What follows belongs to an exercise in optimizing a design on an open flow for small area; a production flow would make more cautious choices. The RTL was checked by simulation tests, not by an equivalence proof against the original design. Power figures rest on the tool's default switching activity, not on a simulated workload.

<file path="design/flow/design.v">
package vdma_geom_pkg;
    localparam int PIX_W        = 32;
    localparam int PIX_PER_WORD = 4;
    localparam int WORD_W         = PIX_W * PIX_PER_WORD;
    localparam int BYTES_PER_WORD = WORD_W / 8;
    localparam int ADDR_W = 32;
    typedef logic [PIX_W-1:0]  pixel_t;
    typedef logic [ADDR_W-1:0] addr_t;
    typedef logic [15:0] hcount_t;
    typedef union packed {
        pixel_t [PIX_PER_WORD-1:0] pix;
        logic [WORD_W-1:0]         raw;
    } axi_word_u;
endpackage
package axi_wr_pkg;
    localparam logic [1:0] BURST_INCR = 2'b01;
    localparam logic [2:0] SIZE_16B = 3'b100;
    localparam int AXI_LEN_W = 8;
    typedef logic [AXI_LEN_W:0] burst_len_t;
endpackage
`timescale 1ns/10ps
module pixel_packer (
    input  logic        clock,
    input  logic        arst_n,
    input  logic        vsync,
    input  logic        de,
    input  vdma_geom_pkg::pixel_t idata,
    output logic        frame_start,
    output logic        push,
    output logic        word_adv,
    output logic [3:0]  lane_we,
    output vdma_geom_pkg::pixel_t lane_data
);
    logic       vsync_d;
    logic       de_d;
    logic       vsync_rise;
    logic       line_end;
    logic       flush;
    logic [1:0] slot;
    assign vsync_rise = vsync && !vsync_d;
    assign line_end   = !de && de_d;
    assign flush      = !vsync_rise && !de && line_end && (slot != 2'd0);
    always_comb begin
        for (int j = 0; j < 4; j++) begin
            lane_we[j] = (!vsync_rise && de && (slot == 2'(j))) || (flush && (2'(j) >= slot));
        end
    end
    assign lane_data = de ? idata : '0;
    assign word_adv = !vsync_rise && ((de && (slot == 2'd3)) || flush);
    always_ff @(posedge clock or negedge arst_n) begin
        if (!arst_n) begin
            vsync_d     <= 1'b0;
            de_d        <= 1'b0;
            frame_start <= 1'b0;
            push        <= 1'b0;
            slot        <= '0;
        end else begin
            vsync_d     <= vsync;
            de_d        <= de;
            frame_start <= vsync_rise;
            push        <= word_adv;
            if (vsync_rise || flush) begin
                slot <= '0;
            end else if (de) begin
                slot <= slot + 1'b1;
            end
        end
    end
endmodule
`timescale 1ns/10ps
module line_fifo (
    input  logic         clock,
    input  logic         arst_n,
    input  logic         clear,
    input  logic         push,
    input  logic         word_adv,
    input  logic [3:0]   lane_we,
    input  vdma_geom_pkg::pixel_t lane_data,
    input  logic         pop,
    output logic [127:0] head_word,
    output logic [4:0]   level,
    output logic         almost_full
);
    logic [15:0][127:0] mem;
    logic [3:0]  wr_ptr;
    logic [3:0]  rd_ptr;
    logic [4:0]  count;
    logic        full;
    logic        empty;
    logic        wr_en;
    logic        rd_en;
    logic [15:0] wsel;
    logic [15:0] rsel;
    assign full  = (count == 5'd16);
    assign empty = (count == 5'd0);
    assign wr_en = push && !full && !clear;
    assign rd_en = pop && !empty && !clear;
    always_ff @(posedge clock or negedge arst_n) begin
        if (!arst_n) begin
            wr_ptr <= '0;
            rd_ptr <= '0;
            count  <= '0;
        end else if (clear) begin
            wr_ptr <= '0;
            rd_ptr <= '0;
            count  <= '0;
        end else begin
            if (word_adv) begin
                wr_ptr <= wr_ptr + 1'b1;
            end
            if (rd_en) begin
                rd_ptr <= rd_ptr + 1'b1;
            end
            if (wr_en && !rd_en) begin
                count <= count + 1'b1;
            end else if (rd_en && !wr_en) begin
                count <= count - 1'b1;
            end
        end
    end
    always_comb begin
        for (int k = 0; k < 16; k++) begin
            wsel[k] = (wr_ptr == 4'(k));
            rsel[k] = (rd_ptr == 4'(k));
        end
    end
    for (genvar k = 0; k < 16; k++) begin : g_word
        for (genvar j = 0; j < 4; j++) begin : g_lane
            always_ff @(posedge clock) begin
                if (wsel[k] && lane_we[j]) begin
                    mem[k][32*j +: 32] <= lane_data;
                end
            end
        end
    end
    always_comb begin
        head_word = '0;
        for (int k = 0; k < 16; k++) begin
            head_word = head_word | (mem[k] & {128{rsel[k]}});
        end
    end
    assign level       = count;
    assign almost_full = (count >= 5'd12);
endmodule
`timescale 1ns/10ps
module burst_scheduler (
    input  logic        clock,
    input  logic        arst_n,
    input  logic        enable,
    input  logic        frame_start,
    input  vdma_geom_pkg::addr_t   baseaddr,
    input  vdma_geom_pkg::hcount_t hactive,
    input  logic [4:0]  level,
    input  logic        done,
    output logic        req,
    output logic [1:0]  req_lenm1,
    output vdma_geom_pkg::addr_t   req_addr
);
    logic [14:0] line_words;
    logic [14:0] words_left;
    logic [14:0] words_per_line;
    logic        active;
    logic [23:0] line_hi;
    logic [25:0] req_hi;
    logic [7:0]  base_lo;
    logic        big;
    logic [2:0]  cur_len;
    logic        line_done;
    logic [23:0] next_line;
    assign words_per_line = 15'(({1'b0, hactive} + 17'd3) >> 2);
    assign big       = (words_left[14:2] != '0);
    assign cur_len   = big ? 3'd4 : {1'b0, words_left[1:0]};
    assign req_lenm1 = big ? 2'd3 : (words_left[1:0] - 2'd1);
    assign line_done = !big || (words_left == 15'd4);
    assign next_line = line_hi + 1'b1;
    assign req_addr  = {req_hi, base_lo[5:0]};
    always_ff @(posedge clock or negedge arst_n) begin
        if (!arst_n) begin
            req    <= 1'b0;
            active <= 1'b0;
        end else if (frame_start) begin
            req    <= 1'b0;
            active <= (hactive != '0);
        end else if (done) begin
            req <= 1'b0;
        end else if (!req && enable && active && ({2'b0, cur_len} <= level)) begin
            req <= 1'b1;
        end
    end
    always_ff @(posedge clock) begin
        if (frame_start) begin
            line_words <= words_per_line;
            words_left <= words_per_line;
            line_hi    <= baseaddr[31:8];
            base_lo    <= baseaddr[7:0];
            req_hi     <= baseaddr[31:6];
        end else if (done) begin
            if (line_done) begin
                line_hi    <= next_line;
                req_hi     <= {next_line, base_lo[7:6]};
                words_left <= line_words;
            end else begin
                req_hi     <= req_hi + 1'b1;
                words_left <= words_left - 15'd4;
            end
        end
    end
endmodule
`timescale 1ns/10ps
module axi_write_master (
    input  logic        clock,
    input  logic        arst_n,
    input  logic        req,
    output logic        pop,
    output logic        done,
    input  logic [1:0]  req_lenm1,
    output logic        awvalid,
    input  logic        awready,
    output logic        wlast,
    output logic        wvalid,
    input  logic        wready,
    output logic        bready,
    input  logic        bvalid
);
    logic [1:0] beat_cnt;
    logic       start;
    assign start = !awvalid && !wvalid && !bready && req && !done;
    always_ff @(posedge clock or negedge arst_n) begin
        if (!arst_n) begin
            awvalid  <= 1'b0;
            wvalid   <= 1'b0;
            bready   <= 1'b0;
            beat_cnt <= '0;
            done     <= 1'b0;
        end else begin
            done <= bready && bvalid;
            if (start) begin
                awvalid <= 1'b1;
            end
            if (awvalid && awready) begin
                awvalid  <= 1'b0;
                wvalid   <= 1'b1;
                beat_cnt <= '0;
            end
            if (wvalid && wready) begin
                if (wlast) begin
                    wvalid <= 1'b0;
                    bready <= 1'b1;
                end else begin
                    beat_cnt <= beat_cnt + 1'b1;
                end
            end
            if (bready && bvalid) begin
                bready <= 1'b0;
            end
        end
    end
    assign wlast = wvalid && (beat_cnt == req_lenm1);
    assign pop   = wvalid && wready;
endmodule
`timescale 1ns/10ps
module vdma_write_top (
    input  logic                 clock,
    input  logic                 arst_n,
    input  logic                 enable,
    input  vdma_geom_pkg::addr_t                baseaddr,
    input  vdma_geom_pkg::hcount_t              hactive,
    input  logic                 vsync,
    input  logic                 de,
    input  vdma_geom_pkg::pixel_t               idata,
    output logic                 fifo_almost_full,
    output vdma_geom_pkg::addr_t                awaddr,
    output logic [axi_wr_pkg::AXI_LEN_W-1:0] awlen,
    output logic [2:0]           awsize,
    output logic [1:0]           awburst,
    output logic                 awvalid,
    input  logic                 awready,
    output logic [vdma_geom_pkg::WORD_W-1:0]    wdata,
    output logic                 wlast,
    output logic                 wvalid,
    input  logic                 wready,
    output logic                 bready,
    input  logic                 bvalid
);
    logic         frame_start;
    logic         push;
    logic         word_adv;
    logic [3:0]   lane_we;
    vdma_geom_pkg::pixel_t lane_data;
    logic         pop;
    logic [4:0]   level;
    logic         req;
    logic [1:0]   req_lenm1;
    logic         done;
    pixel_packer u_packer (
        .clock       (clock),
        .arst_n      (arst_n),
        .vsync       (vsync),
        .de          (de),
        .idata       (idata),
        .frame_start (frame_start),
        .push        (push),
        .word_adv    (word_adv),
        .lane_we     (lane_we),
        .lane_data   (lane_data)
    );
    line_fifo u_fifo (
        .clock       (clock),
        .arst_n      (arst_n),
        .clear       (frame_start),
        .push        (push),
        .word_adv    (word_adv),
        .lane_we     (lane_we),
        .lane_data   (lane_data),
        .pop         (pop),
        .head_word   (wdata),
        .level       (level),
        .almost_full (fifo_almost_full)
    );
    burst_scheduler u_sched (
        .clock       (clock),
        .arst_n      (arst_n),
        .enable      (enable),
        .frame_start (frame_start),
        .baseaddr    (baseaddr),
        .hactive     (hactive),
        .level       (level),
        .done        (done),
        .req         (req),
        .req_lenm1   (req_lenm1),
        .req_addr    (awaddr)
    );
    axi_write_master u_master (
        .clock     (clock),
        .arst_n    (arst_n),
        .req       (req),
        .pop       (pop),
        .done      (done),
        .req_lenm1 (req_lenm1),
        .awvalid   (awvalid),
        .awready   (awready),
        .wlast     (wlast),
        .wvalid    (wvalid),
        .wready    (wready),
        .bready    (bready),
        .bvalid    (bvalid)
    );
    assign awlen   = {6'd0, req_lenm1};
    assign awsize  = axi_wr_pkg::SIZE_16B;
    assign awburst = axi_wr_pkg::BURST_INCR;
endmodule
</file>
<file path="design/flow/run.sh">
#!/bin/bash
# synth_recipe.tcl (not shown) runs the flow's synth.tcl, then flattens the netlist and writes it again
# the make line also repeats each setting of config.mk as NAME=value (left out here)
make -C /OpenROAD-flow-scripts/flow DESIGN_CONFIG=/design/flow/config.mk WORK_HOME=/design/flow/orfs CLKGATE_MAP_FILE= SYNTH_SCRIPT=/design/flow/synth_recipe.tcl finish
</file>
<file path="design/flow/config.mk">
export PLATFORM = sky130hd
export DESIGN_NAME = vdma_write_top
export DESIGN_NICKNAME = vdma_write_top
export VERILOG_FILES = /design/flow/design.v
export SDC_FILE = /design/flow/constraint.sdc
export NUM_CORES = 4
export LEC_CHECK = 0
export CAP_MARGIN = 20
export CORE_MARGIN = 2
export CORE_UTILIZATION = 40
export PLACE_DENSITY = 0.6
export SLEW_MARGIN = 20
</file>
<file path="design/flow/constraint.sdc">
create_clock -name core_clock -period 8.0 [get_ports {clock}]
set_input_delay 1.6000 -clock core_clock [delete_from_list [all_inputs] [get_ports {clock}]]
set_output_delay 1.6000 -clock core_clock [all_outputs]
set_load 0.01 [all_outputs]
</file>
==> results.cfg, run 1 <==
[timing]
slew_headroom_pct = 16.9
final.setup.tns_ns = 0
fin_crit_sh_pct = 84.4
hold_viol_final = 0
tightestPinTransition_ns = 1.24
finClkSkew_ns = 0.105
period_needed_ns = 6.76
drv_slew = 0
grt_setup_unrepaired = false
fmax_mhz = 148
setup_violations = 0

[route]
wirelength_mm = 279
ant_nets = 0
wire_per_inst_um = 35.1
via_per_inst = 6.28
drt_first_iter_violations = 7873
vias = 50000
drc_errors = 0
first_pass_iters = 8

[layout]
area_growth_syn_to_layout_pct = 16.8
fill_cells = 17100
drive_gt1_share_pct = 11.9
final_core_util_pct = 46.9
fin_nets = 5207

[clock_network]
cts.clk_slew.worst_paths_ns = 0.06
cts_tree = yes
postCtsHoldBufs = 0
clk_latency_ns = 0.90
clock_path_buffers = 3
clockRootBuffer = clkbuf_16
cts_inserted_buffers = 214
clkSinkCount = 2163
cts_resized = 0
htreeDepth = 4
cts_setup_buffers = 0

[logic_synthesis]
synth_flop_cell = edfxtp_1
synth_top_area_cell = edfxtp_1
syn_area_per_cell_um2 = 17.1
yosysUniqueCellTypes = 75
synthArstFlopShare_pct = 1.25
synth_edf_count = 2136
yosys_warnings = 4
synth_area_um2 = 82000
ys_ff_latch = 2163
synthCells = 4784
yosysSeqAreaShare_pct = 79.1
ys_top_cells_by_area = edfxtp_1, a22oi_1, a22o_1
netlist.area_leader.share_pct = 78.2

[floorplanning]
core.rowCount = 166
core-area_um2 = 204000
die_w_um = 457
start_util_pct = 40.2
io-pin-count = 266
dieArea_um2 = 209000
die_h_um = 457

[critical_path]
r2r_end = u_fifo.mem[998]
r2r_setup_slack_ns = 4.17
worstPathMaxFanout = 37
r2r_cells = 8
required_ns = 6.40
crit_arrival_ns = 5.16
worst-setup-path-type = register to output pin
start_kind = register
timing.rr.start = u_packer.slot[0]
cp-end-kind = output pin
cp-startpoint = u_fifo.rd_ptr[3]

[outcome]
status = timing/DRC/antenna clean

[worst_hold_path]
hold_class = register to register
worstHoldStart = u_sched.active
holdPathEnd = u_sched.active
hold_depth = 1

[power]
ir_drop_uv = 240
static-leakage-power_nw = 29.9
p_per_area_nw_per_um2 = 299

[global_route]
gr-total-overflow = 0
grt_usage_pct = 26.1
grt_pass1_vias = 47600
antenna_found_initial = 9
grt_start_max_net_pins = 72
grt_pass1_wl_mm = 383

[placement]
dpl.hpwl_mm = 153
portBuffers = 254
finalWeightedCongestion = 0.839

[flow_run]
maxCapViolations = 0
[worst max-delay path by stage]
stage | depth (start not counted) | to
after CTS | 9 | wdata[74]
after detailed placement | 9 | wdata[74]
final | 8 | wdata[123]
after global placement | 9 | wdata[13]
after floorplan | 5 | u_fifo.mem[480]
after global routing | 9 | wdata[74]
[placed cells by master (no fill, tap or decap), types with 16 or more instances in the layout]
cell | netlist | routed
ha_1 | 24 | 20
nor2_1 | 186 | 124
and2_4 | 0 | 25
a22o_1 | 180 | 180
clkbuf_16 | 0 | 214
bufinv_16 | 0 | 19
a21oi_1 | 91 | 91
nor3_1 | 33 | 31
mux2_2 | 33 | 33
a31oi_1 | 23 | 23
nand4_1 | 109 | 109
xnor2_1 | 39 | 39
o2bb2ai_1 | 16 | 16
o2111a_1 | 20 | 20
nand3_1 | 68 | 67
and3_1 | 42 | 36
nor2_4 | 1 | 62
o211ai_1 | 21 | 21
o21ai_0 | 95 | 95
xor2_1 | 26 | 26
clkinv_1 | 1 | 47
clkdlybuf4s50_1 | 0 | 252
edfxtp_1 | 2136 | 2136
and4_1 | 22 | 22
a22oi_1 | 391 | 391
buf_4 | 17 | 128
inv_1 | 45 | 45
and2_2 | 0 | 17
nand2_1 | 264 | 264
clkinv_2 | 0 | 34
mux2i_1 | 105 | 105
clkbuf_1 | 243 | 51
dfrtp_1 | 27 | 24
a222oi_1 | 114 | 114
buf_12 | 0 | 17
a221oi_1 | 114 | 114
[registers in the layout, summed over array words and instances (netlist names)]
name                  cells
u_master.awvalid          1
u_sched.line_words       15
u_sched.req               1
u_sched.base_lo           8
u_fifo.wr_ptr             4
u_packer.slot             2
u_fifo.mem             2048
u_packer.de_d             1
u_sched.line_hi          24
u_sched.words_left       15
u_fifo.count              5
u_master.bready           1
u_packer.vsync_d          1
u_packer.frame_start      1
u_master.wvalid           1
u_sched.active            1
u_master.done             1
u_master.beat_cnt         2
u_fifo.rd_ptr             4
u_packer.push             1
u_sched.req_hi           26
[through the flow]
step | hold slack, ns | total power [mW] | std cells | cell area [um^2] | worst slack, ns
floorplan | 0.454 | 15.7 | 4793 | 82000 | 2.85
global placement | 0.479 | 18.8 | 7553 | 88400 | 2.13
detailed placement | 0.487 | 18.9 | 7562 | 88700 | 2.17
CTS | 0.499 | 28.7 | 7952 | 95600 | 1.24
global route | 0.520 | 29.4 | 7958 | 95800 | 1.14
finish | 0.494 | 28.6 | 7958 | 95800 | 1.24
[metal layers]
metal	wire length, um	up-vias	global-route usage, %
li1	-	20200	-
met5	84	-	0
met2	131000	3332	41.8
met3	30500	610	5.48
met4	13200	14	11.0
met1	105000	25800	34.6
[synth_stat cells, types with 10 or more instances]
master,instances
edfxtp_1,2136
a22oi_1,391
nand2_1,264
clkbuf_1,243
nor2_1,186
a22o_1,180
a221oi_1,114
a222oi_1,114
nand4_1,109
mux2i_1,105
o21ai_0,95
a21oi_1,91
nand3_1,68
and2_1,49
inv_1,45
and3_1,42
xnor2_1,39
buf_1,35
mux2_2,33
nor3_1,33
dfrtp_1,27
xor2_1,26
buf_2,24
ha_1,24
a31oi_1,23
and4_1,22
o211ai_1,21
o2111a_1,20
buf_4,17
o2bb2ai_1,16
nor4_1,15
a211o_1,14
nor2b_1,14
a21o_1,12
nand2b_1,11
o2111ai_1,10
[report_power, final]
group / total (mW) / switching (mW) / internal (mW)
sequential: 12.9 / 0.158 / 12.7
clock: 10.0 / 4.42 / 5.58
combinational: 5.77 / 3.62 / 2.15
[layout make-up]
type	count	area, um^2	area share [%]
diodes	2	5.00	0.00523
inverters	47	176	0.184
flip-flops and latches	2163	64800	67.7
repair buffers	406	4030	4.20
well taps	2688	3360	3.51
clock inverters	124	1420	1.48
multi-input cells	2262	16400	17.1
clock buffers	266	5560	5.81
[cells by family (layout without fill, tap and decap cells)]
family / after synthesis / after routing / share of synthesized area (%)
AOI/OAI and AO/OA: 1172 / 1172 / 11.1
xor gates and xnor gates: 65 / 65 / 0.694
adders and majority gates: 25 / 25 / 0.391
buffers and inverters: 368 / 843 / 1.82
DFF: 2163 / 2163 / 79.1
muxes: 138 / 138 / 1.74
other: 2 / 13 / 0.00916
and+or+nand+nor: 851 / 851 / 5.13
[worst max-delay path, cell delays in order (launching register included)]
cell	delay, ns
dfrtp_4	0.90
buf_4	0.60
and3_4	0.93
buf_4	0.49
a22o_1	0.19
a221oi_1	0.05
o2111ai_1	0.13
a311o_1	0.31
clkdlybuf4s50_1	0.59
==> run 2, diff against run 1 <==
--- a/design/flow/design.v
+++ b/design/flow/design.v
@@ -83,7 +83,6 @@
 );
     logic [15:0][127:0] mem;
     logic [3:0]  wr_ptr;
-    logic [3:0]  rd_ptr;
     logic [4:0]  count;
     logic        full;
     logic        empty;
@@ -98,18 +97,18 @@
     always_ff @(posedge clock or negedge arst_n) begin
         if (!arst_n) begin
             wr_ptr <= '0;
-            rd_ptr <= '0;
+            rsel   <= 16'd1;
             count  <= '0;
         end else if (clear) begin
             wr_ptr <= '0;
-            rd_ptr <= '0;
+            rsel   <= 16'd1;
             count  <= '0;
         end else begin
             if (word_adv) begin
                 wr_ptr <= wr_ptr + 1'b1;
             end
             if (rd_en) begin
-                rd_ptr <= rd_ptr + 1'b1;
+                rsel <= {rsel[14:0], rsel[15]};
             end
             if (wr_en && !rd_en) begin
                 count <= count + 1'b1;
@@ -121,7 +120,6 @@
     always_comb begin
         for (int k = 0; k < 16; k++) begin
             wsel[k] = (wr_ptr == 4'(k));
-            rsel[k] = (rd_ptr == 4'(k));
         end
     end
     for (genvar k = 0; k < 16; k++) begin : g_word
@@ -156,24 +154,19 @@
     output logic [1:0]  req_lenm1,
     output vdma_geom_pkg::addr_t   req_addr
 );
-    logic [14:0] line_words;
-    logic [14:0] words_left;
-    logic [14:0] words_per_line;
+    logic [13:0] last_pos;
+    logic [15:0] hact_m1;
     logic        active;
     logic [23:0] line_hi;
-    logic [25:0] req_hi;
     logic [7:0]  base_lo;
-    logic        big;
-    logic [2:0]  cur_len;
-    logic        line_done;
-    logic [23:0] next_line;
-    assign words_per_line = 15'(({1'b0, hactive} + 17'd3) >> 2);
-    assign big       = (words_left[14:2] != '0);
-    assign cur_len   = big ? 3'd4 : {1'b0, words_left[1:0]};
-    assign req_lenm1 = big ? 2'd3 : (words_left[1:0] - 2'd1);
-    assign line_done = !big || (words_left == 15'd4);
-    assign next_line = line_hi + 1'b1;
-    assign req_addr  = {req_hi, base_lo[5:0]};
+    logic [11:0] burst_idx;
+    logic        last_burst;
+    logic [25:0] addr_hi;
+    assign hact_m1    = hactive - 16'd1;
+    assign last_burst = (burst_idx == last_pos[13:2]);
+    assign req_lenm1  = last_burst ? last_pos[1:0] : 2'd3;
+    assign addr_hi    = {line_hi, base_lo[7:6]} + {14'd0, burst_idx};
+    assign req_addr   = {addr_hi, base_lo[5:0]};
     always_ff @(posedge clock or negedge arst_n) begin
         if (!arst_n) begin
             req    <= 1'b0;
@@ -183,25 +176,22 @@
             active <= (hactive != '0);
         end else if (done) begin
             req <= 1'b0;
-        end else if (!req && enable && active && ({2'b0, cur_len} <= level)) begin
+        end else if (!req && enable && active && (level > {3'd0, req_lenm1})) begin
             req <= 1'b1;
         end
     end
     always_ff @(posedge clock) begin
         if (frame_start) begin
-            line_words <= words_per_line;
-            words_left <= words_per_line;
-            line_hi    <= baseaddr[31:8];
-            base_lo    <= baseaddr[7:0];
-            req_hi     <= baseaddr[31:6];
+            last_pos  <= hact_m1[15:2];
+            line_hi   <= baseaddr[31:8];
+            base_lo   <= baseaddr[7:0];
+            burst_idx <= '0;
         end else if (done) begin
-            if (line_done) begin
-                line_hi    <= next_line;
-                req_hi     <= {next_line, base_lo[7:6]};
-                words_left <= line_words;
+            if (last_burst) begin
+                line_hi   <= line_hi + 1'b1;
+                burst_idx <= '0;
             end else begin
-                req_hi     <= req_hi + 1'b1;
-                words_left <= words_left - 15'd4;
+                burst_idx <= burst_idx + 1'b1;
             end
         end
     end
==> design/flow/flow/run.sh (new file) <==
#!/bin/bash
# Layout flow: the standard ORFS layout (the standard.sh) with two changes:
#  - port buffers use sky130_fd_sc_hd__buf_1 instead of the resizer's default pick
#  - clock tree built with clustered clkbuf_4/8/16 leaves and no dummy loads
# Each tool's full output stays in the ORFS logs under orfs/logs; make's own output
# goes to flow_make.log in the work folder.
set -euo pipefail
cd "$(dirname "$0")/.."
bash standard.sh \
  'BUFFER_PORTS_ARGS=-buffer_cell sky130_fd_sc_hd__buf_1' \
  'CTS_ARGS=-sink_clustering_enable -repair_clock_nets -dont_use_dummy_load -buf_list {sky130_fd_sc_hd__clkbuf_4 sky130_fd_sc_hd__clkbuf_8 sky130_fd_sc_hd__clkbuf_16} -sink_clustering_size 25 -sink_clustering_max_diameter 80' \
  finish > flow_make.log 2>&1
cp -r orfs/logs flow_logs
==> design/flow/standard.sh (new file) <==
#!/bin/bash
# synth_recipe.tcl (not shown) runs the flow's synth.tcl, then flattens the netlist and writes it again
# the make line also repeats each setting of config.mk as NAME=value (left out here)
make -C /OpenROAD-flow-scripts/flow DESIGN_CONFIG=/design/flow/config.mk WORK_HOME=/design/flow/orfs CLKGATE_MAP_FILE= SYNTH_SCRIPT=/design/flow/synth_recipe.tcl "${@:-finish}"
--- a/design/flow/config.mk
+++ b/design/flow/config.mk
@@ -7,6 +7,6 @@
 export LEC_CHECK = 0
 export CAP_MARGIN = 20
 export CORE_MARGIN = 2
-export CORE_UTILIZATION = 40
-export PLACE_DENSITY = 0.6
+export CORE_UTILIZATION = 70
+export PLACE_DENSITY = 0.8
 export SLEW_MARGIN = 20
removed: design/flow/run.sh
==> results.cfg, run 2 <==
[outcome]
status = timing/DRC/antenna clean

[critical_path]
cp-startpoint = u_fifo.rsel[0]
r2r_end = u_fifo.count[4]
worst-setup-path-type = register to output pin
crit_arrival_ns = 3.82
crit_end = wdata[96]
timing.rr.start = u_fifo.count[4]
start_kind = register
cp-end-kind = output pin
worstPathMaxFanout = 66
r2r_cells = 10
r2r_setup_slack_ns = 4.76
required_ns = 6.40

[route]
wire_per_inst_um = 35.5
wirelength_mm = 208
via_per_inst = 7.67
first_pass_iters = 6
ant_nets = 0
drc_errors = 0
drt_first_iter_violations = 7464
vias = 45000

[clock_network]
postCtsHoldBufs = 0
cts_resized = 0
cts.clk_slew.worst_paths_ns = 0.10
cts_inserted_buffers = 96
clock_path_buffers = 3
cts_setup_buffers = 0
clockRootBuffer = clkbuf_16
cts_tree = yes
clk_latency_ns = 0.72
htreeDepth = 3
clkSinkCount = 2145

[logic_synthesis]
ys_top_cells_by_count = edfxtp_1, a221oi_1, a22o_1
ys_top_cells_by_area = edfxtp_1, a221oi_1, a22o_1
synth_flop_cell = edfxtp_1
ys_ff_latch = 2145
yosysUniqueCellTypes = 62
yosys_warnings = 4
yosysSeqAreaShare_pct = 81.6
synthArstFlopShare_pct = 1.82
netlist.area_leader.share_pct = 80.0
yosysMostFrequentCell = edfxtp_1
synthCells = 4168
synth_area_um2 = 78600
synth_edf_count = 2094
synth_top_area_cell = edfxtp_1
syn_area_per_cell_um2 = 18.8

[placement]
placed_area_um2 = 81800
dpl.hpwl_mm = 98.8
finalWeightedCongestion = 0.834
dp.cells = 5769
portBuffers = 254

[global_route]
use_met2_pct = 59.1
use_met3_pct = 5.19
gr-total-overflow = 0
grt_pass1_wl_mm = 296
antenna_found_initial = 4
grt_start_max_net_pins = 131
grt_pass1_vias = 44100
grt_usage_pct = 35.9
gr-usage-met1_pct = 49.9
busiest_layer = met2

[layout]
fin_nets = 4498
drive_gt1_share_pct = 8.02
final_cell_mix = edfxtp_1, a221oi_1, a22o_1
area_growth_syn_to_layout_pct = 7.31
layout_commonest_cell = edfxtp_1
regMostFlops = u_fifo.mem
postLayoutCellArea_um2 = 84300
largest_reg_flops = 2048
fill_cells = 5940
final_cell_count_no_fill = 5869
top_regs = u_fifo.mem x2048, u_sched.line_hi x24, u_fifo.rsel x16
final_core_util_pct = 76.0

[timing]
drv_slew = 0
setup_violations = 0
fin_crit_sh_pct = 67.7
finClkSkew_ns = 0.0596
hold_viol_final = 0
grt_setup_unrepaired = false
slew_headroom_pct = 20.0
fmax_mhz = 185
period_needed_ns = 5.42
tightestPinTransition_ns = 1.20
final.setup.tns_ns = 0

[floorplanning]
dieArea_um2 = 115000
core.rowCount = 122
io-pin-count = 266
die_h_um = 339
core-area_um2 = 111000
die_w_um = 339
start_util_pct = 70.8

[flow_run]
maxCapViolations = 0

[worst_hold_path]
hold_class = register to register

[power]
static-leakage-power_nw = 26.0
ir_drop_uv = 189
p_per_area_nw_per_um2 = 251
## run 2: cell types whose count changed in the layout (fill, tap and decap cells not counted), sizes merged, moves of 99 or more
cell / change
buf: +224
clkinv: -99
a22o: +332
clkbuf: -170
clkdlybuf4s50: -252
a222oi: -114
nand2: -160
a221oi: +399
a22oi: -391
mux2i: -100
## run 2: how the worst min path moves through the flow
stage	depth (start not counted)	slack [ns]	endpoint	startpoint
finish	2	0.53	u_master.awvalid	u_sched.req
global route	2	0.56	u_master.awvalid	u_sched.req
CTS	2	0.52	u_master.awvalid	u_sched.req
detailed placement	2	0.50	u_master.awvalid	u_sched.req
global placement	2	0.48	u_master.awvalid	u_sched.req
floorplan	2	0.45	u_master.awvalid	u_sched.req
## run 2: cell families after synthesis
family	after synthesis	synth area share (%)
multiplexers	6	0.0780
other	2	0.00956
AND/OR/NAND/NOR	482	3.20
adder cells (fa/ha/maj)	29	0.481
buffers and inverters	293	1.50
flip-flops	2145	81.6
AO/OA/AOI/OAI	1129	12.2
XOR/XNOR	82	0.914
## run 2: power by group
part	switching, mW	internal (mW)	leakage [nW]
logic	2.02	1.02	5.08
clock network	3.12	2.15	1.18
registers	0.309	12.5	19.7
## run 2: stage by stage
| step | hold WS [ns] | total power, mW | setup WS (ns) |
|---|---|---|---|
| floorplan | 0.450 | 14.7 | 3.20 |
| global placement | 0.479 | 16.0 | 3.40 |
| detailed placement | 0.503 | 16.1 | 3.42 |
| CTS | 0.524 | 21.1 | 2.62 |
| global route | 0.556 | 21.7 | 2.58 |
| finish | 0.528 | 21.2 | 2.58 |
## run 2: metal layers
metal / vias up / part of all wire, % / wire length [um]
met2: 3891 / 49 / 101000
met4: 2 / 4.2 / 8770
met5: - / 0.070 / 146
met3: 578 / 13 / 27300
met1: 22600 / 34 / 70600
li1: 17900 / - / -
## run 2: final cells by class
cell class                      instances  area [um^2]  share of cell area, %
Clock buffer                           96         2400                   2.85
Timing Repair Buffer                  378         1940                   2.30
Antenna cell                            2         5.00                0.00594
Sequential cell                      2145        64200                   76.1
Inverter                               21         78.8                 0.0935
Tap cell                             1488         1860                   2.21
Multi-Input combinational cell       1739        13900                   16.4
## run 2: critical path, cell delays in order (launching register included)
cell and delay (ns):
dfstp_4 1.35, buf_4 0.77, a22o_1 0.27, a221oi_1 0.06, nand4_1 0.34, buf_1 0.19
==> run 3, diff against run 2 <==
--- a/design/flow/design.v
+++ b/design/flow/design.v
@@ -89,7 +89,7 @@
     logic        wr_en;
     logic        rd_en;
     logic [15:0] wsel;
-    logic [15:0] rsel;
+    logic [15:0] rsel_n;
     assign full  = (count == 5'd16);
     assign empty = (count == 5'd0);
     assign wr_en = push && !full && !clear;
@@ -97,18 +97,18 @@
     always_ff @(posedge clock or negedge arst_n) begin
         if (!arst_n) begin
             wr_ptr <= '0;
-            rsel   <= 16'd1;
+            rsel_n <= 16'hfffe;
             count  <= '0;
         end else if (clear) begin
             wr_ptr <= '0;
-            rsel   <= 16'd1;
+            rsel_n <= 16'hfffe;
             count  <= '0;
         end else begin
             if (word_adv) begin
                 wr_ptr <= wr_ptr + 1'b1;
             end
             if (rd_en) begin
-                rsel <= {rsel[14:0], rsel[15]};
+                rsel_n <= {rsel_n[14:0], rsel_n[15]};
             end
             if (wr_en && !rd_en) begin
                 count <= count + 1'b1;
@@ -126,7 +126,7 @@
         for (genvar j = 0; j < 4; j++) begin : g_lane
             always_ff @(posedge clock) begin
                 if (wsel[k] && lane_we[j]) begin
-                    mem[k][32*j +: 32] <= lane_data;
+                    mem[k][32*j +: 32] <= ~lane_data;
                 end
             end
         end
@@ -134,7 +134,7 @@
     always_comb begin
         head_word = '0;
         for (int k = 0; k < 16; k++) begin
-            head_word = head_word | (mem[k] & {128{rsel[k]}});
+            head_word = head_word | ~(mem[k] | {128{rsel_n[k]}});
         end
     end
     assign level       = count;
==> results.cfg, run 3 <==
[logic_synthesis]
yosysMostFrequentCell = edfxtp_1
synthCells = 4556
syn_area_per_cell_um2 = 17.0
yosysUniqueCellTypes = 52
netlist.area_leader.share_pct = 81.2
synth_area_um2 = 77500
synth_edf_count = 2094
synth_top_area_cell = edfxtp_1
synth_flop_cell = edfxtp_1
synthArstFlopShare_pct = 1.82
ys_top_cells_by_count = edfxtp_1, o22ai_1, nor2_1
ys_ff_latch = 2145
yosysSeqAreaShare_pct = 82.7
yosys_warnings = 4
ys_top_cells_by_area = edfxtp_1, o22ai_1, nor2_1

[placement]
portBuffers = 254
placed_area_um2 = 81000
dpl.hpwl_mm = 108
finalWeightedCongestion = 0.862

[timing]
fin_crit_sh_pct = 68.4
fmax_mhz = 183
finClkSkew_ns = 0.0584
setup_violations = 0
slew_headroom_pct = 19.8
drv_slew = 0
hold_viol_final = 0
period_needed_ns = 5.47
tightestPinTransition_ns = 1.20
final.setup.tns_ns = 0
grt_setup_unrepaired = false

[global_route]
grt_pass1_wl_mm = 300
grt_start_max_net_pins = 90
gr-total-overflow = 0
antenna_found_initial = 7
grt_usage_pct = 37.4
grt_pass1_vias = 45000

[floorplanning]
core.rowCount = 122
core-area_um2 = 110000
dieArea_um2 = 113000
start_util_pct = 70.3
die_w_um = 337
die_h_um = 337
io-pin-count = 266

[route]
wirelength_mm = 213
drt_first_iter_violations = 8231
wire_per_inst_um = 34.0
via_per_inst = 7.42
first_pass_iters = 6
ant_nets = 0
drc_errors = 0
vias = 46400

[critical_path]
worstPathMaxFanout = 60
r2r_setup_slack_ns = 4.54
timing.rr.start = u_packer.slot[0]
crit_arrival_ns = 3.87
worst-setup-path-type = register to output pin
start_kind = register
r2r_cells = 5
cp-startpoint = u_fifo.rsel_n[9]
r2r_end = u_fifo.mem[543]
required_ns = 6.40
cp-end-kind = output pin

[worst_hold_path]
holdPathEnd = u_master.bready
worstHoldStart = u_master.bready
hold_class = register to register
hold_depth = 1

[layout]
final_cell_mix = edfxtp_1, o22ai_1, nor2_1
area_growth_syn_to_layout_pct = 7.73
regMostFlops = u_fifo.mem
fin_nets = 4885
layout_commonest_cell = edfxtp_1
fill_cells = 6122
top_regs = u_fifo.mem x2048, u_sched.line_hi x24, u_fifo.rsel_n x16
postLayoutCellArea_um2 = 83500
largest_reg_flops = 2048
drive_gt1_share_pct = 7.26

[power]
ir_drop_uv = 220
combPwrFrac_pct = 21.0
p_sw_share_pct = 32.0
intPower_mw = 16.3
total_power_mw = 24.0
p_per_area_nw_per_um2 = 288
static-leakage-power_nw = 24.9
switchingPower_mw = 7.68
power.share.clock_pct = 21.9
pwr-share-seq_pct = 57.1

[clock_network]
cts_tree = yes
postCtsHoldBufs = 0
cts_setup_buffers = 0
cts.clk_slew.worst_paths_ns = 0.09
clk_latency_ns = 0.72
clockRootBuffer = clkbuf_16
cts_resized = 0
cts_inserted_buffers = 96
clock_path_buffers = 3
htreeDepth = 3
clkSinkCount = 2145

[outcome]
status = timing/DRC/antenna clean

[flow_run]
maxCapViolations = 0
==> run 3: worst max-delay path by stage <==
| stage | to | slack, ns | cells after the start |
|---|---|---|---|
| after global placement | u_fifo.mem[1159] | 3.39 | 4 |
| after floorplan | u_fifo.mem[480] | 3.20 | 5 |
| after detailed placement | u_fifo.mem[527] | 3.38 | 5 |
| after global routing | wdata[121] | 2.54 | 5 |
| final | wdata[121] | 2.53 | 5 |
| after CTS | wdata[121] | 2.64 | 5 |
==> run 3: kinds of logic (layout without fill, tap and decap cells) <==
kind of cell    after synthesis  count (layout)  share of synthesized area [%]
xor+xnor                     86              86                          0.972
other cells                   2              13                        0.00969
flops                      2145            2145                           82.7
fa+ha+maj                    29              29                          0.488
compound gates             1117            1117                           9.03
simple gates                881             881                           5.16
buf+inv                     288             489                           1.49
mux                           8               8                          0.105
==> run 3: final cells by class <==
type                    count  area (um^2)  area share (%)
diodes                      2         5.00         0.00600
inverters                  17         63.8          0.0764
well taps                1488         1860            2.23
flip-flops and latches   2145        64200            76.9
repair buffers            376         2090            2.51
multi-input cells        2132        12900            15.4
clock buffers              96         2400            2.88
==> run 3: worst max-delay path, cell delays in order (launching register included) <==
cell     delay (ns)
dfstp_4        1.29
buf_4          0.77
o22ai_1        0.23
nor4_1         0.46
nand3_1        0.21
buf_1          0.18
==> run 3: per-layer routing <==
metal | GRT usage (%) | share of wire (%) | up-vias
met3 | 7.82 | 16 | 699
met2 | 59.3 | 47 | 4481
met4 | 17.9 | 5.5 | 4
met1 | 50.6 | 32 | 22600
met5 | 0 | 0.012 | -
li1 | - | - | 18600
==> run 3: stage by stage <==
stage / instances / hold slack, ns / worst slack [ns] / util, %
after floorplan: 4565 / 0.490 / 3.20 / -
after global placement: 6150 / 0.497 / 3.39 / 73.4
after detailed placement: 6156 / 0.509 / 3.38 / 73.5
after CTS: 6252 / 0.520 / 2.64 / 75.7
after global routing: 6254 / 0.569 / 2.54 / 75.7
final: 6256 / 0.519 / 2.53 / 75.7
==> run 3: power groups by stage <==
| stage | clock network [mW] | logic (mW) | registers, mW |
|---|---|---|---|
| detailed placement | 0 | 4.86 | 13.9 |
| finish | 5.26 | 5.04 | 13.7 |
| floorplan | 0 | 3.42 | 12.9 |
| global route | 5.57 | 5.25 | 13.7 |
| global placement | 0 | 4.74 | 13.9 |
| CTS | 5.23 | 4.89 | 13.6 |
==> run 4, diff against run 3 <==
--- a/design/flow/design.v
+++ b/design/flow/design.v
@@ -165,7 +165,7 @@
     assign hact_m1    = hactive - 16'd1;
     assign last_burst = (burst_idx == last_pos[13:2]);
     assign req_lenm1  = last_burst ? last_pos[1:0] : 2'd3;
-    assign addr_hi    = {line_hi, base_lo[7:6]} + {14'd0, burst_idx};
+    assign addr_hi    = {line_hi, base_lo[7:6]} + (done ? 26'd4 : {14'd0, burst_idx});
     assign req_addr   = {addr_hi, base_lo[5:0]};
     always_ff @(posedge clock or negedge arst_n) begin
         if (!arst_n) begin
@@ -188,7 +188,7 @@
             burst_idx <= '0;
         end else if (done) begin
             if (last_burst) begin
-                line_hi   <= line_hi + 1'b1;
+                line_hi   <= addr_hi[25:2];
                 burst_idx <= '0;
             end else begin
                 burst_idx <= burst_idx + 1'b1;
==> results.cfg, run 4 <==
[critical_path]
cp-end-kind = output pin
crit_end = wdata[127]
slowest_stage = dfstp_4
cp.depth = 5
cp-startpoint = u_fifo.rsel_n[13]
path_cells = buf_4 -> o22ai_1 -> nor4_1 -> nand3_1 -> buf_1
r2r_setup_slack_ns = 4.50
timing.rr.start = u_master.done
required_ns = 6.40
cpLargestDelayFamily = flip-flops
worstPathMaxFanout = 48
crit_arrival_ns = 3.90
r2r_cells = 9
start_kind = register
worst-setup-path-type = register to output pin
r2r_end = u_sched.line_hi[11]
slowest_delay_ns = 1.16
crit_buf_inv = 2

[global_route]
antenna_found_initial = 5
gr-total-overflow = 0
grt_pass1_vias = 44100
grt_pass1_wl_mm = 293
grt_usage_pct = 36.8
grt_start_max_net_pins = 131

[power]
ir_drop_uv = 307
static-leakage-power_nw = 24.9
p_per_area_nw_per_um2 = 286

[logic_synthesis]
synth_top_area_cell = edfxtp_1
synthCells = 4508
synth_edf_count = 2094
yosys_warnings = 4
synth_flop_cell = edfxtp_1
netlist.area_leader.share_pct = 81.5
yosysUniqueCellTypes = 52
yosysSeqAreaShare_pct = 83.1
synthArstFlopShare_pct = 1.82
ys_ff_latch = 2145
synth_top_family_by_area = compound AO/OA/AOI/OAI gates
synth_compound_area_share_pct = 8.90
synthMuxAreaShare_pct = 0.326
synthSimpleGateAreaFrac_pct = 5.10
yosysMostFrequentCell = edfxtp_1
synth-xor-area-share_pct = 0.658
synthAdderAreaFrac_pct = 0.473
synth_area_um2 = 77200
ys_top_cells_by_area = edfxtp_1, o22ai_1, nor2_1
ys_top_cells_by_count = edfxtp_1, o22ai_1, nor2_1
syn_area_per_cell_um2 = 17.1

[clock_network]
clockRootBuffer = clkbuf_16
cts.clk_slew.worst_paths_ns = 0.09
cts_tree = yes
clock_path_buffers = 3
htreeDepth = 3
clkSinkCount = 2145
cts_resized = 0
cts_inserted_buffers = 96
cts_setup_buffers = 0
postCtsHoldBufs = 0
clk_latency_ns = 0.71

[route]
drt_first_iter_violations = 7623
wirelength_mm = 208
via_per_inst = 7.39
wire_per_inst_um = 33.5
ant_nets = 0
vias = 45800
drc_errors = 0
first_pass_iters = 6

[floorplanning]
start_util_pct = 70.7
die_h_um = 336
die_w_um = 336
dieArea_um2 = 113000
core-area_um2 = 109000
core.rowCount = 121
io-pin-count = 266

[timing]
setup_violations = 0
fin_crit_sh_pct = 68.8
period_needed_ns = 5.50
final.setup.tns_ns = 0
grt_setup_unrepaired = false
tightestPinTransition_ns = 1.14
setup_ws_ns = 2.50
slew_headroom_pct = 24.2
drv_slew = 0
finClkSkew_ns = 0.0326
whs_ns = 0.554
fmax_mhz = 182
hold_viol_final = 0

[layout]
fill_cells = 5896
multiInputGateArea_um2 = 12600
top_regs = u_fifo.mem x2048, u_sched.line_hi x24, u_fifo.rsel_n x16
final_cell_count_no_fill = 6197
drive_gt1_share_pct = 7.49
layout_commonest_cell = edfxtp_1
seq_area_um2 = 64200
largest_reg_flops = 2048
final_cell_mix = edfxtp_1, o22ai_1, nor2_1
fin_nets = 4834
regMostFlops = u_fifo.mem
postLayoutCellArea_um2 = 83100
area_growth_syn_to_layout_pct = 7.69

[placement]
dpl.hpwl_mm = 103
portBuffers = 254
place_ws_ns = 2.97
finalWeightedCongestion = 0.862
dp.cells = 6093
placed_area_um2 = 80600

[outcome]
status = timing/DRC/antenna clean

[worst_hold_path]
hold_depth = 1
hold_class = register to register
worstHoldStart = u_master.bready

[flow_run]
maxCapViolations = 0
run 4: where the power goes:
part	switching, mW	internal (mW)
Sequential	0.853	12.6
Clock	3.08	2.15
Combinational	3.53	1.55
Total	7.46	16.3
run 4: worst min-delay path by stage:
stage,to,slack [ns]
2_1_floorplan,u_sched.req,0.51
3_3_place_gp,u_master.bready,0.54
3_5_place_dp,u_master.bready,0.55
4_1_cts,u_master.bready,0.56
5_1_grt,u_master.bready,0.59
6_report,u_master.bready,0.55
run 4: final cells by class:
type | instances | area share (%)
sequential | 2145 | 77.2
multi-input combinational | 2089 | 15.2
clock buffer | 96 | 2.89
timing repair buffer | 367 | 2.37
tap | 1476 | 2.22
inverter | 19 | 0.0858
antenna | 5 | 0.0151
run 4: cell families after synthesis:
logic type	after synthesis
xor+xnor	58
buf+inv	283
mux	23
compound gates	1098
simple gates	871
other cells	2
fa+ha+maj	28
flops	2145
run 4: metrics by stage:
| step | power [mW] | util (%) |
|---|---|---|
| after detailed placement | 18.6 | 73.8 |
| after CTS | 23.5 | 76.0 |
| after floorplan | 16.3 | - |
| final | 23.8 | 76.1 |
| after global placement | 18.4 | 73.8 |
| after global routing | 24.3 | 76.1 |
run 4: metal layers:
layer  wire, um  global-route usage (%)  share of wire, %  vias up
li1           -                       -                 -    18500
met1      67400                    50.5                32    22400
met2      98000                    58.3                47     4279
met3      31600                    7.69                15      663
met4      10700                    16.3               5.2        2
met5          8                       0            0.0039        -
run 4: worst register-to-register path, delay by kind of cell (launching register included):
kind | cells | cell delay (ns)
AO/OA/AOI/OAI | 5 | 1.46
flip-flops | 1 | 0.80
adder cells (fa/ha/maj) | 1 | 0.37
multiplexers | 1 | 0.27
XOR/XNOR | 1 | 0.20
AND/OR/NAND/NOR | 1 | 0.12

==> port drivers added, routing unchanged <==
The results above use ideal ports. As a check the final layouts listed here were re-extracted and re-timed, cells and wires unchanged.
Step 1 assumes that a clkbuf_16 drives the clock port and a buf_2 every other input.
Step 2 times the ports against the registers' clock, not the clock port: input delays grow and output delays shrink by t, the midpoint of the rising clock arrivals with the driver on.
a / b / c = ideal ports / drivers / drivers and shift; a / b = the first two.
run | t, ns | setup WS [ns] | hold slack, ns
run 1 | 0.937 | 1.244 / 1.154 / 2.091 | 0.494 / 0.494 / 0.494
run 2 | 0.764 | 2.581 / 2.505 / 3.269 | 0.528 / 0.528 / 0.528
run 3 | 0.767 | 2.527 / 2.449 / 3.216 | 0.519 / 0.519 / 0.519
run 4 | 0.773 | 2.496 / 2.424 / 3.197 | 0.554 / 0.554 / 0.554
After both steps every run listed still meets setup and hold.
